Context: an optimization exercise on an open-source flow, tuned for small area and a short achievable clock period. The choices shown serve that exercise and are no tape-out recipe. Only simulation tests tie the RTL to the original design; equivalence was not proved. Power figures rest on the tool's default switching activity, not on a simulated workload.

$ cat flow/run.sh
#!/bin/bash
# synth_recipe.tcl (not shown) runs the flow's synth.tcl, then flattens the netlist and writes it again
# the make line also repeats each setting of config.mk as NAME=value (left out here)
make -C /OpenROAD-flow-scripts/flow DESIGN_CONFIG=/design/flow/config.mk WORK_HOME=/design/flow/orfs CLKGATE_MAP_FILE= SYNTH_SCRIPT=/design/flow/synth_recipe.tcl finish
$ cat flow/config.mk
export PLATFORM = sky130hd
export DESIGN_NAME = cpu_top
export DESIGN_NICKNAME = cpu_top
export VERILOG_FILES = /design/flow/design.v
export SDC_FILE = /design/flow/constraint.sdc
export NUM_CORES = 4
export LEC_CHECK = 0
export CAP_MARGIN = 20
export CORE_MARGIN = 2
export CORE_UTILIZATION = 40
export SLEW_MARGIN = 20
$ cat flow/constraint.sdc
create_clock -name core_clock -period 5.5 [get_ports {clk}]
set_input_delay 1.1000 -clock core_clock [delete_from_list [all_inputs] [get_ports {clk}]]
set_output_delay 1.1000 -clock core_clock [all_outputs]
set_load 0.01 [all_outputs]
$ cat flow/design.v
`default_nettype none
package cpu_pkg;
	localparam int word_width = 16;
	localparam int reg_count = 4;
	localparam int reg_addr_width = 2;
	localparam int dmem_depth = 16;
	localparam int dmem_addr_width = 4;
	localparam int opcode_width = 4;
	localparam int funcode_width = 6;
	localparam int imm_width = 8;
	typedef enum logic [opcode_width-1:0] {
		op_bne = 4'd0,
		op_beq = 4'd1,
		op_bgz = 4'd2,
		op_blz = 4'd3,
		op_adi = 4'd4,
		op_ori = 4'd5,
		op_lhi = 4'd6,
		op_lwd = 4'd7,
		op_swd = 4'd8,
		op_jmp = 4'd9,
		op_jal = 4'd10,
		op_rtype = 4'd15
	} opcode_e;
	typedef enum logic [funcode_width-1:0] {
		fn_add = 6'd0,
		fn_sub = 6'd1,
		fn_and = 6'd2,
		fn_orr = 6'd3,
		fn_not = 6'd4,
		fn_tcp = 6'd5,
		fn_shl = 6'd6,
		fn_shr = 6'd7,
		fn_jpr = 6'd25,
		fn_jrl = 6'd26,
		fn_wwd = 6'd28,
		fn_hlt = 6'd29
	} funcode_e;
	typedef struct packed {
		logic is_inst;
		logic is_halt;
		logic is_wwd;
		logic reg_write;
		logic mem_to_reg;
		logic mem_read;
		logic mem_write;
		opcode_e opcode;
		funcode_e funcode;
		logic alu_src;
		logic reg_dest;
	} ctrl_t;
endpackage
`default_nettype wire
`default_nettype none
module control (
	input  cpu_pkg::opcode_e  opcode,
	input  cpu_pkg::funcode_e funcode,
	output cpu_pkg::ctrl_t    ctrl
);
	always_comb begin
		ctrl = '0;
		ctrl.is_inst = 1'b1;
		ctrl.opcode = opcode;
		ctrl.funcode = funcode;
		case (opcode)
			cpu_pkg::op_adi,
			cpu_pkg::op_ori,
			cpu_pkg::op_lhi: begin
				ctrl.reg_write = 1'b1;
				ctrl.alu_src = 1'b1;
			end
			cpu_pkg::op_lwd: begin
				ctrl.reg_write = 1'b1;
				ctrl.mem_to_reg = 1'b1;
				ctrl.mem_read = 1'b1;
				ctrl.alu_src = 1'b1;
			end
			cpu_pkg::op_swd: begin
				ctrl.mem_write = 1'b1;
				ctrl.alu_src = 1'b1;
			end
			cpu_pkg::op_rtype: begin
				ctrl.reg_dest = 1'b1;
				case (funcode)
					cpu_pkg::fn_add,
					cpu_pkg::fn_sub,
					cpu_pkg::fn_and,
					cpu_pkg::fn_orr,
					cpu_pkg::fn_not,
					cpu_pkg::fn_tcp,
					cpu_pkg::fn_shl,
					cpu_pkg::fn_shr: begin
						ctrl.reg_write = 1'b1;
					end
					cpu_pkg::fn_wwd: begin
						ctrl.is_wwd = 1'b1;
					end
					cpu_pkg::fn_hlt: begin
						ctrl.is_halt = 1'b1;
					end
					default: begin
						ctrl.reg_write = 1'b0;
					end
				endcase
			end
			default: begin
				ctrl.reg_write = 1'b0;
			end
		endcase
	end
endmodule
`default_nettype wire
`default_nettype none
module reg_file (
	input  logic                               clk,
	input  logic                               rst,
	input  logic [cpu_pkg::reg_addr_width-1:0] rs_addr,
	input  logic [cpu_pkg::reg_addr_width-1:0] rt_addr,
	output logic [cpu_pkg::word_width-1:0]     rs_data,
	output logic [cpu_pkg::word_width-1:0]     rt_data,
	input  logic                               we,
	input  logic [cpu_pkg::reg_addr_width-1:0] wr_addr,
	input  logic [cpu_pkg::word_width-1:0]     wr_data
);
	logic [cpu_pkg::word_width-1:0] regs [cpu_pkg::reg_count];
	always_ff @(posedge clk) begin
		if (rst) begin
			for (int i = 0; i < cpu_pkg::reg_count; i++) begin
				regs[i] <= '0;
			end
		end else if (we) begin
			regs[wr_addr] <= wr_data;
		end
	end
	assign rs_data = (we && wr_addr == rs_addr) ? wr_data : regs[rs_addr];
	assign rt_data = (we && wr_addr == rt_addr) ? wr_data : regs[rt_addr];
endmodule
`default_nettype wire
`default_nettype none
module id_ex_reg (
	input  logic                               clk,
	input  logic                               rst,
	input  logic [cpu_pkg::word_width-1:0]     inst,
	input  logic                               inst_valid,
	input  cpu_pkg::ctrl_t                     dec_ctrl,
	input  logic [cpu_pkg::word_width-1:0]     dec_op_a,
	input  logic [cpu_pkg::word_width-1:0]     dec_op_b,
	output logic [cpu_pkg::reg_addr_width-1:0] dec_rs,
	output logic [cpu_pkg::reg_addr_width-1:0] dec_rt,
	output logic                               ex_valid,
	output cpu_pkg::ctrl_t                     ex_ctrl,
	output logic [cpu_pkg::word_width-1:0]     ex_op_a,
	output logic [cpu_pkg::word_width-1:0]     ex_op_b,
	output logic [cpu_pkg::reg_addr_width-1:0] ex_rs,
	output logic [cpu_pkg::reg_addr_width-1:0] ex_rt,
	output logic [cpu_pkg::reg_addr_width-1:0] ex_dest,
	output logic [cpu_pkg::imm_width-1:0]      ex_imm8
);
	logic [cpu_pkg::reg_addr_width-1:0] dec_dest;
	logic [cpu_pkg::imm_width-1:0]      dec_imm8;
	assign dec_rs = inst[11:10];
	assign dec_rt = inst[9:8];
	assign dec_imm8 = inst[7:0];
	assign dec_dest = dec_ctrl.reg_dest ? inst[7:6] : inst[9:8];
	always_ff @(posedge clk) begin
		if (rst) begin
			ex_valid <= 1'b0;
		end else begin
			ex_valid <= inst_valid;
		end
	end
	always_ff @(posedge clk) begin
		ex_ctrl <= dec_ctrl;
		ex_op_a <= dec_op_a;
		ex_op_b <= dec_op_b;
		ex_rs <= dec_rs;
		ex_rt <= dec_rt;
		ex_dest <= dec_dest;
		ex_imm8 <= dec_imm8;
	end
endmodule
`default_nettype wire
`default_nettype none
module execute_stage (
	input  logic                               clk,
	input  logic                               rst,
	input  logic                               ex_valid,
	input  cpu_pkg::ctrl_t                     ex_ctrl,
	input  logic [cpu_pkg::word_width-1:0]     ex_op_a,
	input  logic [cpu_pkg::word_width-1:0]     ex_op_b,
	input  logic [cpu_pkg::reg_addr_width-1:0] ex_rs,
	input  logic [cpu_pkg::reg_addr_width-1:0] ex_rt,
	input  logic [cpu_pkg::reg_addr_width-1:0] ex_dest,
	input  logic [cpu_pkg::imm_width-1:0]      ex_imm8,
	output logic                               we,
	output logic [cpu_pkg::reg_addr_width-1:0] wr_addr,
	output logic [cpu_pkg::word_width-1:0]     wr_data,
	output logic                               wb_valid,
	output logic [cpu_pkg::reg_addr_width-1:0] wb_reg,
	output logic [cpu_pkg::word_width-1:0]     wb_data,
	output logic                               out_valid,
	output logic [cpu_pkg::word_width-1:0]     out_data,
	output logic                               halted
);
	localparam int ext_width = cpu_pkg::word_width - cpu_pkg::imm_width;
	logic                               wb_we_q;
	logic                               out_valid_q;
	logic [cpu_pkg::reg_addr_width-1:0] wb_reg_q;
	logic [cpu_pkg::word_width-1:0]     wb_data_q;
	logic                               halted_q;
	logic                               live;
	logic [cpu_pkg::word_width-1:0]     fwd_a;
	logic [cpu_pkg::word_width-1:0]     fwd_b;
	logic [cpu_pkg::word_width-1:0]     imm_ext;
	logic [cpu_pkg::word_width-1:0]     src_b;
	logic [cpu_pkg::word_width-1:0]     alu_y;
	logic [cpu_pkg::dmem_addr_width-1:0] mem_addr;
	logic [cpu_pkg::word_width-1:0]     mem_rdata;
	logic [cpu_pkg::word_width-1:0]     result;
	logic [cpu_pkg::word_width-1:0] dmem [cpu_pkg::dmem_depth];
	assign live = ex_valid && ex_ctrl.is_inst && !halted_q;
	assign fwd_a = (wb_we_q && wb_reg_q == ex_rs) ? wb_data_q : ex_op_a;
	assign fwd_b = (wb_we_q && wb_reg_q == ex_rt) ? wb_data_q : ex_op_b;
	assign imm_ext = (ex_ctrl.opcode == cpu_pkg::op_ori)
		? {{ext_width{1'b0}}, ex_imm8}
		: {{ext_width{ex_imm8[cpu_pkg::imm_width-1]}}, ex_imm8};
	assign src_b = ex_ctrl.alu_src ? imm_ext : fwd_b;
	always_comb begin
		alu_y = '0;
		case (ex_ctrl.opcode)
			cpu_pkg::op_adi,
			cpu_pkg::op_lwd,
			cpu_pkg::op_swd: alu_y = fwd_a + src_b;
			cpu_pkg::op_ori: alu_y = fwd_a | src_b;
			cpu_pkg::op_lhi: alu_y = {ex_imm8, {ext_width{1'b0}}};
			cpu_pkg::op_rtype: begin
				case (ex_ctrl.funcode)
					cpu_pkg::fn_add: alu_y = fwd_a + src_b;
					cpu_pkg::fn_sub: alu_y = fwd_a - src_b;
					cpu_pkg::fn_and: alu_y = fwd_a & src_b;
					cpu_pkg::fn_orr: alu_y = fwd_a | src_b;
					cpu_pkg::fn_not: alu_y = ~fwd_a;
					cpu_pkg::fn_tcp: alu_y = ~fwd_a + 1'b1;
					cpu_pkg::fn_shl: alu_y = fwd_a << 1;
					cpu_pkg::fn_shr: alu_y = $signed(fwd_a) >>> 1;
					cpu_pkg::fn_wwd: alu_y = fwd_a;
					default: alu_y = '0;
				endcase
			end
			default: alu_y = '0;
		endcase
	end
	assign mem_addr = alu_y[cpu_pkg::dmem_addr_width-1:0];
	assign mem_rdata = ex_ctrl.mem_read ? dmem[mem_addr] : '0;
	assign result = ex_ctrl.mem_to_reg ? mem_rdata : alu_y;
	always_ff @(posedge clk) begin
		if (rst) begin
			for (int i = 0; i < cpu_pkg::dmem_depth; i++) begin
				dmem[i] <= '0;
			end
		end else if (live && ex_ctrl.mem_write) begin
			dmem[mem_addr] <= fwd_b;
		end
	end
	always_ff @(posedge clk) begin
		if (rst) begin
			wb_we_q <= 1'b0;
			out_valid_q <= 1'b0;
			halted_q <= 1'b0;
		end else begin
			wb_we_q <= live && ex_ctrl.reg_write;
			out_valid_q <= live && ex_ctrl.is_wwd;
			halted_q <= halted_q || (live && ex_ctrl.is_halt);
		end
	end
	always_ff @(posedge clk) begin
		wb_reg_q <= ex_dest;
		wb_data_q <= result;
	end
	assign we = wb_we_q;
	assign wr_addr = wb_reg_q;
	assign wr_data = wb_data_q;
	assign wb_valid = wb_we_q;
	assign wb_reg = wb_reg_q;
	assign wb_data = wb_data_q;
	assign out_valid = out_valid_q;
	assign out_data = wb_data_q;
	assign halted = halted_q;
endmodule
`default_nettype wire
`default_nettype none
module cpu_top (
	input  logic                               clk,
	input  logic                               rst,
	input  logic                               inst_valid,
	input  logic [cpu_pkg::word_width-1:0]     inst,
	output logic                               wb_valid,
	output logic [cpu_pkg::reg_addr_width-1:0] wb_reg,
	output logic [cpu_pkg::word_width-1:0]     wb_data,
	output logic                               out_valid,
	output logic [cpu_pkg::word_width-1:0]     out_data,
	output logic                               halted
);
	logic                               we;
	logic [cpu_pkg::reg_addr_width-1:0] wr_addr;
	logic [cpu_pkg::word_width-1:0]     wr_data;
	cpu_pkg::ctrl_t                     dec_ctrl;
	logic [cpu_pkg::word_width-1:0]     dec_op_a;
	logic [cpu_pkg::word_width-1:0]     dec_op_b;
	logic [cpu_pkg::reg_addr_width-1:0] dec_rs;
	logic [cpu_pkg::reg_addr_width-1:0] dec_rt;
	logic                               ex_valid;
	cpu_pkg::ctrl_t                     ex_ctrl;
	logic [cpu_pkg::word_width-1:0]     ex_op_a;
	logic [cpu_pkg::word_width-1:0]     ex_op_b;
	logic [cpu_pkg::reg_addr_width-1:0] ex_rs;
	logic [cpu_pkg::reg_addr_width-1:0] ex_rt;
	logic [cpu_pkg::reg_addr_width-1:0] ex_dest;
	logic [cpu_pkg::imm_width-1:0]      ex_imm8;
	control u_control (
		.opcode  (cpu_pkg::opcode_e'(inst[15:12])),
		.funcode (cpu_pkg::funcode_e'(inst[5:0])),
		.ctrl    (dec_ctrl)
	);
	reg_file u_reg_file (
		.clk     (clk),
		.rst     (rst),
		.rs_addr (dec_rs),
		.rt_addr (dec_rt),
		.rs_data (dec_op_a),
		.rt_data (dec_op_b),
		.we      (we),
		.wr_addr (wr_addr),
		.wr_data (wr_data)
	);
	id_ex_reg u_id_ex_reg (
		.clk        (clk),
		.rst        (rst),
		.inst       (inst),
		.inst_valid (inst_valid),
		.dec_ctrl   (dec_ctrl),
		.dec_op_a   (dec_op_a),
		.dec_op_b   (dec_op_b),
		.dec_rs     (dec_rs),
		.dec_rt     (dec_rt),
		.ex_valid   (ex_valid),
		.ex_ctrl    (ex_ctrl),
		.ex_op_a    (ex_op_a),
		.ex_op_b    (ex_op_b),
		.ex_rs      (ex_rs),
		.ex_rt      (ex_rt),
		.ex_dest    (ex_dest),
		.ex_imm8    (ex_imm8)
	);
	execute_stage u_execute_stage (
		.clk       (clk),
		.rst       (rst),
		.ex_valid  (ex_valid),
		.ex_ctrl   (ex_ctrl),
		.ex_op_a   (ex_op_a),
		.ex_op_b   (ex_op_b),
		.ex_rs     (ex_rs),
		.ex_rt     (ex_rt),
		.ex_dest   (ex_dest),
		.ex_imm8   (ex_imm8),
		.we        (we),
		.wr_addr   (wr_addr),
		.wr_data   (wr_data),
		.wb_valid  (wb_valid),
		.wb_reg    (wb_reg),
		.wb_data   (wb_data),
		.out_valid (out_valid),
		.out_data  (out_data),
		.halted    (halted)
	);
endmodule
`default_nettype wire
==> results.txt <==
power groups by stage:
stage	sequential, µW	clock (µW)	combinational [µW]
final	3470	3080	1080
after global routing	3480	3230	1150
after CTS	3470	3110	1070
after detailed placement	3530	0	1060
after global placement	3530	0	1060
after floorplan	3470	0	683
sequential cells by signal (all words and copies together) (netlist names), 8 cells and up:
signal,count
u_execute_stage.dmem,256
u_execute_stage.wb_data_q,16
u_id_ex_reg.ex_ctrl,10
u_id_ex_reg.ex_imm8,8
u_id_ex_reg.ex_op_a,16
u_id_ex_reg.ex_op_b,16
u_reg_file.regs,64
cell usage after synthesis, types with 7 or more instances:
cell type    n  area (µm²)
nor2_1     324        1220
edfxtp_1   320        9610
nand2_1    159         597
mux2i_1     96         961
and2_1      86         538
dfxtp_1     78        1560
a21oi_1     66         330
clkbuf_1    60         225
inv_1       54         203
ha_1        48         601
mux2_2      48         541
mux4_2      41         923
buf_2       34         170
xnor2_1     33         289
nand3_1     31         155
o21ai_0     29         145
a211oi_1    28         210
nand2b_1    27         169
o221ai_1    25         219
buf_4       21         158
nor3_1      20         100
o211ai_1    14         105
buf_6       12         135
a31oi_1     11        68.8
o22ai_1     11        68.8
nor2b_1     10        62.6
nand4_1      9        56.3
a221oi_1     8        70.1
a32oi_1      8        70.1
nand2_2      7        43.8
nor3b_1      7        52.6
nor4_1       7        43.8
or2_2        7        43.8
worst paths after layout:
check / slack, ps / from / to
max: 220 / u_execute_stage.wb_reg_q[1] / u_execute_stage.wb_data_q[15]
min: 380 / u_id_ex_reg.ex_dest[1] / u_execute_stage.wb_reg_q[1]
max reg2reg: 220 / u_execute_stage.wb_reg_q[1] / u_execute_stage.wb_data_q[15]
min reg2reg: 380 / u_id_ex_reg.ex_dest[1] / u_execute_stage.wb_reg_q[1]
kinds of logic after synthesis:
| family | count (synthesis) | share of synthesized area |
|---|---|---|
| buffers and inverters | 187 | 0.0436 |
| and+or+nand+nor | 724 | 0.159 |
| xor gates and xnor gates | 40 | 0.0185 |
| muxes | 187 | 0.117 |
| DFF | 398 | 0.533 |
| AOI/OAI and AO/OA | 284 | 0.0974 |
| adders and majority gates | 50 | 0.0306 |
routing by layer:
layer	up-vias	share of wire	wire length [µm]
li1	6943	-	-
met5	-	0	0
met4	0	0.033	2250
met2	609	0.49	33500
met3	119	0.064	4410
met1	7902	0.42	28700
through the flow:
stage               total power [µW]  worst slack, ps  hold slack (ps)  utilization  instance area [µm²]
floorplan                       4150              425              310            -                20900
global route                    7860              113              381        0.470                24200
detailed placement              4590              493              357        0.441                22700
global placement                4590              410              375        0.441                22700
CTS                             7640              522              369        0.470                24200
finish                          7620              220              377        0.470                24200
layout make-up:
| type | count | area [µm²] | share of cell area |
|---|---|---|---|
| clock inverters | 24 | 304 | 0.0126 |
| inverters | 54 | 203 | 0.00837 |
| clock buffers | 57 | 1200 | 0.0496 |
| well taps | 680 | 851 | 0.0352 |
| flip-flops and latches | 398 | 11200 | 0.462 |
| diodes | 2 | 5.00 | 0.000207 |
| repair buffers | 170 | 1540 | 0.0636 |
| multi-input cells | 1285 | 8930 | 0.369 |
==> impl_results.md <==
- Synth Register Bits: 398
- Die width: 233 µm
- Gate power share: 0.142
- First-pass GRT wire length: 102 mm
- Clk pwr share: 0.403
- Worst-Margin Slew: 1020 ps
- CTS tree: built
- I/O pin total: 56
- Worst path slowest cell: nor3_1
- DR pass1 iterations: 5
- Warnings, synthesis: 4
- Setup Viol. Count Final: 0
- H-tree Lvls: 2
- Post-synth design cell area: 20900 µm²
- Largest net degree at the start of global routing: 62
- Vias in the first global route: 15700
- Fmax: 0.189 GHz
- Slew Viols, Final: 0
- Row count: 83
- Min-Delay Path Depth: 0
- Most frequent cells in the layout: nor2_1, edfxtp_1, nand2_1
- Min-delay worst type: flop to flop
- Critical path startpoint category: flop
- Sequential share of the synthesized area: 0.533
- # clock sinks: 398
- GPL Wtd Cong: 0.966
- Clock Root Buffer: clkbuf_16
- WP depth: 16
- Worst-path cell chain: xnor2_1 -> nand3_1 -> buf_4 -> mux2i_2 -> a21oi_1 -> ha_1 -> nor3_1 -> o211ai_1 -> nand2_1 -> o41ai_1 -> o41ai_1 -> o21a_1 -> xor2_1 -> o221ai_1 -> a21oi_1 -> o211ai_1
- Drt total wl: 68.9 mm
- Met2 GRT Util: 0.434
- Hold-fix buffers, CTS: 0
- DRC viols: 0
- Critical path peak fanout: 8
- Busiest grt layer: met2
- PD cells: 315 nW/µm²
- Worst Path Class, Setup: flop to flop
- Initial antenna violation count: 1
- Avg Synthesized Cell Area: 11.2 µm²
- Area grow syn2layout: 15.6%
- Post-CTS Setup Inserts: 0
- Required time of the critical path: 5970 ps
- Commonest non-fill, non-tap cell in the layout: nor2_1
- CP top delay family: compound AO/OA/AOI/OAI gates
- Total of max-cap violations: 0
- Pint: 5600 µW
- Worst Reg-to-Reg Cells: 16
- Fin nets: 2022
- CTS max path bufs: 3
- Status: finished clean
- Seq pwr share: 0.455
- Worst VDD drop: 0.247 mV
- Clk_skew: 53.0 ps
- Period minus WS final: 5280 ps
- DR vias: 15600
- Clk slew on worst S/H paths: 70 ps
- CP Data Arrival Time: 5750 ps
- Number of port buffers: 55
- Net switching power: 2020 µW
- Post-cts sizing count: 0
- Post-route ant nets: 0
- Layout cells sized above 1: 0.166
- Max transition margin: 0.319
- Dpl hpwl: 48.7 mm
- Ys async rst share: 0
- Non-Filler Instances: 2670
- CP Capture Type: flop
- Clock latency reported for the late side of the worst-skew pair: 600 ps
- RSZ-0062 raised after global routing: no
- Die Ht: 233 µm
- Distinct cell type count after synthesis: 85
- GR Util All Layers: 0.257
- Final Cycle Share: 0.960
- # fillers: 4747
- Setup TNS: 0 ps
- Net Count, Synth: 1939
- EDFF count, synth: 320
- Buf+Inv Stages, Crit Path: 1
- Die area: 54200 µm²
- Grt met3 use: 0.0331
- DP Cell Count: 2587
- Net Sw Frac: 0.266
- Leakage: 0.00918 µW
- Met1 Use GR: 0.342
- Via density: 5.83
- Post-Synthesis Cells: 1870
- Final Hold Viols: 0
- Iter 0 DRT Violations: 1767
- Crit-path max cell delay: 680 ps
- Ys flop type: edfxtp_1
- Starting Density: 0.407
- Core Area: 51500 µm²
- GR Overflow Total: 0
- Wirelength per Cell: 25.8 µm
- Clock buffer count from CTS: 44

[static timing again, ports no longer ideal]
The flow's constraints put no driver on any port. The routed layout listed below was extracted and timed again, unchanged, in two steps. Step 1, drivers: a clkbuf_16 drives clk and a buf_2 each remaining input, both assumed. Step 2 times the ports against the registers' clock, not the clock port: input delays grow and output delays shrink by t, the midpoint of the rising clock arrivals with the driver on. Three values: ideal ports, drivers, drivers and shift; two values: the first two.
shift t [ns]: 0.625
slack for setup (ns): 0.220 / 0.220 / 0.220
hold WS [ns]: 0.377 / 0.377 / 0.377
worst register clock-pin slew, ns: 0.07 / 0.07
After both steps setup and hold are still met in this run. The setup slack of this run moves by 0.000 ns with the drivers and by 0.000 ns with both steps.
